Background: an optimization exercise with open tools, aiming at small area, a short achievable clock period and few clock cycles. Do not read the settings as production practice. In this exercise RTL edits were held to simulation tests only and were not proved equivalent to the original. Power figures rest on the tool's default switching activity, not on a simulated workload.

delta:
Design ram_hs, start of the top module:
module ram_hs
#(
  parameter int WIDTH       = 8,
  parameter int ADDR_W      = 8,
  parameter int WAIT_STATES = 2
) (
  input  logic              clk,
  input  logic              reset,
  input  logic              req,
  input  logic              we,
  input  logic [ADDR_W-1:0] adr,
  input  logic [WIDTH-1:0]  writedata,
  output logic [WIDTH-1:0]  memdata,
  output logic              ready,
  output logic              busy
);
  generate
    if (!ram_hs_pkg::wait_states_ok(WAIT_STATES)) begin : g_bad_wait_states
      $error("ram_hs: WAIT_STATES must be within 0..15");
    end
    if (ADDR_W != 8) begin : g_bad_adr_w
      $error("ram_hs: the array is built for ADDR_W 8");
    end
  endgenerate
  logic              clr_r, v_r, we_r, par_r, par_s;
  logic              v2_r, we2_r, par2_r, ready_r;
  logic [WIDTH-1:0]  wdata_n_r, wd2_r, memdata_r, rd_s;
  logic [15:0]       wsel_h_r, wsel_h_n_r, wsel_l_r, wsel_l_n_r;
  logic [3:0]        rsel_m_r, gsel_r, gsel2_r;
  logic [4*WIDTH-1:0] grp_r;
  assign par_s = clr_r ? 1'b0 : !par_r;
  always_ff @(posedge clk) par_r <= par_s;
  always_ff @(posedge clk) begin
    clr_r <= reset;
    v_r   <= req && !reset;
    we_r  <= we;
    wdata_n_r <= reset ? {WIDTH{1'b1}} : (writedata ^ {WIDTH{par_s}});
  end
  always_ff @(posedge clk) begin
    for (int h = 0; h < 16; h++) begin
      wsel_h_r[h]   <= reset || (req && we && adr[7:4] == 4'(h));
      wsel_h_n_r[h] <= !(reset || (req && we && adr[7:4] == 4'(h)));
    end
    for (int l = 0; l < 16; l++) begin
      wsel_l_r[l]   <= reset || adr[3:0] == 4'(l);
      wsel_l_n_r[l] <= !(reset || adr[3:0] == 4'(l));
    end
    for (int m = 0; m < 4; m++) begin
      rsel_m_r[m] <= adr[5:4] == 2'(m);
      gsel_r[m]   <= adr[7:6] == 2'(m);
    end
  end
  ram_hs_array #(
    .WIDTH  (WIDTH),
    .ADDR_W (ADDR_W)
  ) u_array (
  ...
For scale: about 7100 cells after synthesis, ~2200 flip-flops, about 30 I/O pins, about 0.072 sq mm of cells after synthesis.
Settings: LEC_CHECK=0, CAP_MARGIN=20, CORE_MARGIN=2, CORE_UTILIZATION=55, CTS_CLUSTER_DIAMETER=80, CTS_CLUSTER_SIZE=25, SETUP_SLACK_MARGIN=5, SLEW_MARGIN=20; clock period 8.0 ns.
run.sh (not shown) runs the stock make flow with config.mk's settings and CLKGATE_MAP_FILE= SYNTH_SCRIPT=/design/flow/synth_recipe.tcl, a recipe that flattens the netlist after the stock synthesis.
Testbench counts of delta, summed over its fixed seeds: cycles 12,024.
The following lists how juniper was set up differently from delta:
# delta
export LEC_CHECK = 0
export CAP_MARGIN = 20
export CORE_MARGIN = 2
export CORE_UTILIZATION = 55
export CTS_CLUSTER_DIAMETER = 80
export CTS_CLUSTER_SIZE = 25
export SETUP_SLACK_MARGIN = 5
export SLEW_MARGIN = 20
create_clock -name core_clock -period 8.0 [get_ports {clk}]
# juniper
export LEC_CHECK = 0
export CAP_MARGIN = 20
export CORE_MARGIN = 2
export CORE_UTILIZATION = 55
export CTS_CLUSTER_DIAMETER = 80
export CTS_CLUSTER_SIZE = 25
export SLEW_MARGIN = 20
create_clock -name core_clock -period 8.0 [get_ports {clk}]
==> flow/flow/run.sh (new file) <==
#!/bin/bash
# Layout: the standard flow, with timing repair asked to leave 5.3 ns of
# setup slack at the 8 ns clock (the settings list caps that margin at 5).
# make's output goes to standard.log; ORFS's own per-step logs stay under orfs/logs.
set -euo pipefail
export SETUP_SLACK_MARGIN=5.3
bash standard.sh > standard.log 2>&1
==> flow/standard.sh (new file) <==
#!/bin/bash
# synth_recipe.tcl (not shown) runs the flow's synth.tcl, then flattens the netlist and writes it again
# the make line also repeats each setting of config.mk as NAME=value (left out here)
make -C /OpenROAD-flow-scripts/flow DESIGN_CONFIG=/design/flow/config.mk WORK_HOME=/design/flow/orfs CLKGATE_MAP_FILE= SYNTH_SCRIPT=/design/flow/synth_recipe.tcl "${@:-finish}"
removed: flow/run.sh
--- outcome ---
The register-to-register slack of juniper exceeds that of delta by 0.26 ns.
Between juniper and delta, the hold slack figures differ only marginally.
Diff delta -> juniper: average wire length per cell after detail routing was more or less identical, total power flat, initial antenna violation count lower.
Of the two values seen for worst-path cell with the longest stage delay, sky130_fd_sc_hd__o31ai_1 was produced by juniper and sky130_fd_sc_hd__o41ai_1 by delta.
juniper vs. delta: maximum frequency went up by about 9%.
diff inputs: juniper => maple
# juniper
export LEC_CHECK = 0
export CAP_MARGIN = 20
export CORE_MARGIN = 2
export CORE_UTILIZATION = 55
export CTS_CLUSTER_DIAMETER = 80
export CTS_CLUSTER_SIZE = 25
export SLEW_MARGIN = 20
create_clock -name core_clock -period 8.0 [get_ports {clk}]
# maple
export LEC_CHECK = 0
export CAP_MARGIN = 20
export CORE_MARGIN = 2
export CORE_UTILIZATION = 65
export CTS_CLUSTER_DIAMETER = 80
export CTS_CLUSTER_SIZE = 25
export SETUP_SLACK_MARGIN = 5
export SLEW_MARGIN = 20
create_clock -name core_clock -period 8.0 [get_ports {clk}]
==> flow/run.sh (new file) <==
#!/bin/bash
# synth_recipe.tcl (not shown) runs the flow's synth.tcl, then flattens the netlist and writes it again
# the make line also repeats each setting of config.mk as NAME=value (left out here)
make -C /OpenROAD-flow-scripts/flow DESIGN_CONFIG=/design/flow/config.mk WORK_HOME=/design/flow/orfs CLKGATE_MAP_FILE= SYNTH_SCRIPT=/design/flow/synth_recipe.tcl finish
removed: flow/flow/run.sh
removed: flow/standard.sh
==> run notes <==
- Non-clock buffer count went down by a little under 10% going from juniper to maple.
- Comparing juniper and maple, clock buffer count in the final layout is higher on juniper.
- Antenna diode count in maple is 1 below juniper.
- The setup slack of maple is smaller than that of juniper.
- No run among juniper and maple stopped early or left any final violation; all are clean.
- Share of the final layout cell area in sequential cells: maple vs juniper up 0.57 points
- When maple is set beside juniper, its minimum period implied by the final worst setup slack turns out to be 0.22 ns larger.
- The number of global-route vias before repair on maple is in line with that on juniper.
- Changes observed in maple relative to juniper: internal cell power shows a reduction of 0.87%, leakage power shows a reduction of about 0.6%, initial core utilization shows an increase of 9.8 points.
- Wire length shrinks by a few percent when moving from juniper to maple.

* * *

Setup of v6:
ram_hs, a different RTL version from the one above (not shown whole).
Size: roughly 30 I/O pins, roughly 74000 um2 of cells after synthesis.
Settings: LEC_CHECK=0, CAP_MARGIN=20, CORE_MARGIN=2, CORE_UTILIZATION=40, SETUP_SLACK_MARGIN=5, SLEW_MARGIN=20; clock period 8.0 ns.
Stock flow here: none of the scripts above is used.
v6 ran to completion and came out clean on the timing, design-rule and antenna checks.
Testbench counts of v6, summed over its fixed seeds: cycles 12,016.
Modified inputs, v7 compared to v6
- CORE_UTILIZATION now 55, was 40
[summary]
- Area after synthesis essentially unchanged between v6 and v7.
- Total power for v7: 100 uW down relative to v6
- The run with more setup slack is v7; v6 has less.
- Detail-routed via count per cell (v7 over v6): increase, 0.65
- v7 vs. v6: signed area change from the synthesized netlist to the final layout lower, routed wire length on met3 went up by 4400 um, power density over cell area moved up, global-route usage +14 points.
- On reported sequential group power, v6 and v7 are neck and neck.
- Comparing v6 against v7, there is no change at all in depth of the most critical reg-to-reg path.
- Final cell count down about 7% in v7 wrt v6
- v7 reports its critical path capture point as memdata_r[3] while v6 reports memdata_r[4].

* * *

Another version of the RTL of ram_hs (not shown whole).
Size in the first run: about 7100 cells after synthesis, roughly 30 I/O pins.
Settings: LEC_CHECK=0, CAP_MARGIN=20, CORE_MARGIN=2, CORE_UTILIZATION=75, CTS_CLUSTER_DIAMETER=90, CTS_CLUSTER_SIZE=28, SLEW_MARGIN=20; clock period 8.0 ns.
standard.sh (not shown) runs the stock make flow with config.mk's settings and CLKGATE_MAP_FILE= SYNTH_SCRIPT=/design/flow/synth_recipe.tcl, a recipe that flattens the netlist after the stock synthesis.
==> flow/flow/run.sh <==
#!/bin/bash
# Layout: the standard flow, with timing repair asked to leave 5.4 ns of
# setup slack at the 8 ns clock (the settings list caps that margin at 5).
# make's output goes to standard.log; ORFS's own per-step logs stay under orfs/logs.
set -euo pipefail
export SETUP_SLACK_MARGIN=5.4
bash standard.sh > standard.log 2>&1
The baseline completed without violations.
Testbench counts at the start, summed over its fixed seeds: cycles 12,024.
Change:
==> flow/flow/run.sh (replaced) <==
#!/bin/bash
# Layout: the standard flow, with timing repair asked to leave 5.5 ns of
# setup slack at the 8 ns clock (the settings list caps that margin at 5).
# make's output goes to standard.log; ORFS's own per-step logs stay under orfs/logs.
set -euo pipefail
export SETUP_SLACK_MARGIN=5.5
bash standard.sh > standard.log 2>&1
- CORE_UTILIZATION: 75 -> 65
Synthesized area stays the same. Cell area goes up by about 0.8%. Worst setup slack is better by 0.031 ns. Cell count rises by 3.0%. Total power goes up by about 0.3%.
Change:
==> flow/flow/run.sh (replaced) <==
#!/bin/bash
# Layout: the standard flow, with timing repair asked to leave 5.4 ns of
# setup slack at the 8 ns clock (the settings list caps that margin at 5).
# make's output goes to standard.log; ORFS's own per-step logs stay under orfs/logs.
set -euo pipefail
export SETUP_SLACK_MARGIN=5.4
bash standard.sh > standard.log 2>&1
- CORE_UTILIZATION: 65 -> 55
- CTS_CLUSTER_DIAMETER: 90 -> 100
- CTS_CLUSTER_SIZE: 28 -> 30
=> The new run went through all stages and came out clean; sequential share of layout area is lower by 0.11 points; hold slack improved by 0.0039 ns; fmax drops by about 0.6%.
Change:
- CORE_UTILIZATION: 55 -> 60
- CTS_CLUSTER_DIAMETER: 100 -> 90
- CTS_CLUSTER_SIZE: 30 -> 28
Result:
- The new run finished clean
- sequential share of layout area is about the same
- final area is about the same
- utilization grows by 5.5 points
- power hardly moves
- wire length goes down by 3.4%
- clock skew decreases by 0.011 ns
Change:
- CORE_UTILIZATION: 60 -> 55
=>
- global-route usage went down by 2.1 points
- non-clock buffer count went up by 4
- sequential share of layout area barely changes
Change:
- CORE_UTILIZATION: 55 -> 65
After rerunning: Design area falls by 0.67%. Combinational power goes down by about 2%. Via count rises by 0.83%. Global-route usage goes up by 4.0 points.

-- afterwards: timing with drivers on the ports --
The results above use ideal ports. As a check the final layouts listed here were re-extracted and re-timed, cells and wires unchanged. Step 1 sets driving cells, clkbuf_16 on the clock port and buf_2 on the other inputs (assumed; they add their load-dependent delay and slew). Step 2 moves the port delays by t, midway between the first and last clock arrival at a register: inputs arrive t later, outputs are due t later. That takes back most of the time a late clock gives input paths. a / b / c = no drivers / after step 1 / after step 2; a / b = the first two.
run	shift t [ns]	slack for setup (ns)	hold WS [ns]	clock arrival spread, ns	worst register clock-pin slew, ns
delta	0.845	4.910 / 4.910 / 4.673	0.336 / 0.336 / 0.336	0.028 / 0.028	0.10 / 0.10
juniper	0.843	5.170 / 5.106 / 4.723	0.335 / 0.335 / 0.335	0.030 / 0.031	0.10 / 0.10
maple	0.823	4.945 / 4.945 / 4.692	0.344 / 0.344 / 0.344	0.031 / 0.031	0.10 / 0.10
v6	0.976	4.396 / 4.396 / 4.396	0.446 / 0.446 / 0.446	0.058 / 0.058	0.07 / 0.07
v7	0.924	4.437 / 4.437 / 4.437	0.443 / 0.443 / 0.443	0.032 / 0.032	0.07 / 0.07
the first run of note 3	0.795	5.190 / 5.109 / 4.716	0.456 / 0.456 / 0.456	0.036 / 0.035	0.11 / 0.11
the second run of note 3	0.802	5.221 / 5.146 / 4.837	0.459 / 0.459 / 0.459	0.029 / 0.028	0.11 / 0.11
the third run of note 3	0.820	5.205 / 5.121 / 4.730	0.463 / 0.463 / 0.463	0.046 / 0.046	0.12 / 0.12
the fourth run of note 3	0.824	5.219 / 5.134 / 4.749	0.460 / 0.460 / 0.460	0.034 / 0.034	0.11 / 0.11
the fifth run of note 3	0.843	5.191 / 5.102 / 4.715	0.461 / 0.461 / 0.461	0.033 / 0.033	0.11 / 0.11
the sixth run of note 3	0.801	5.227 / 5.149 / 4.747	0.455 / 0.455 / 0.455	0.025 / 0.026	0.11 / 0.11
After both steps every run listed still meets setup and hold. The setup slack of the sixth run of note 3, which loses most, moves by -0.078 ns with the drivers and by -0.480 ns with both steps.
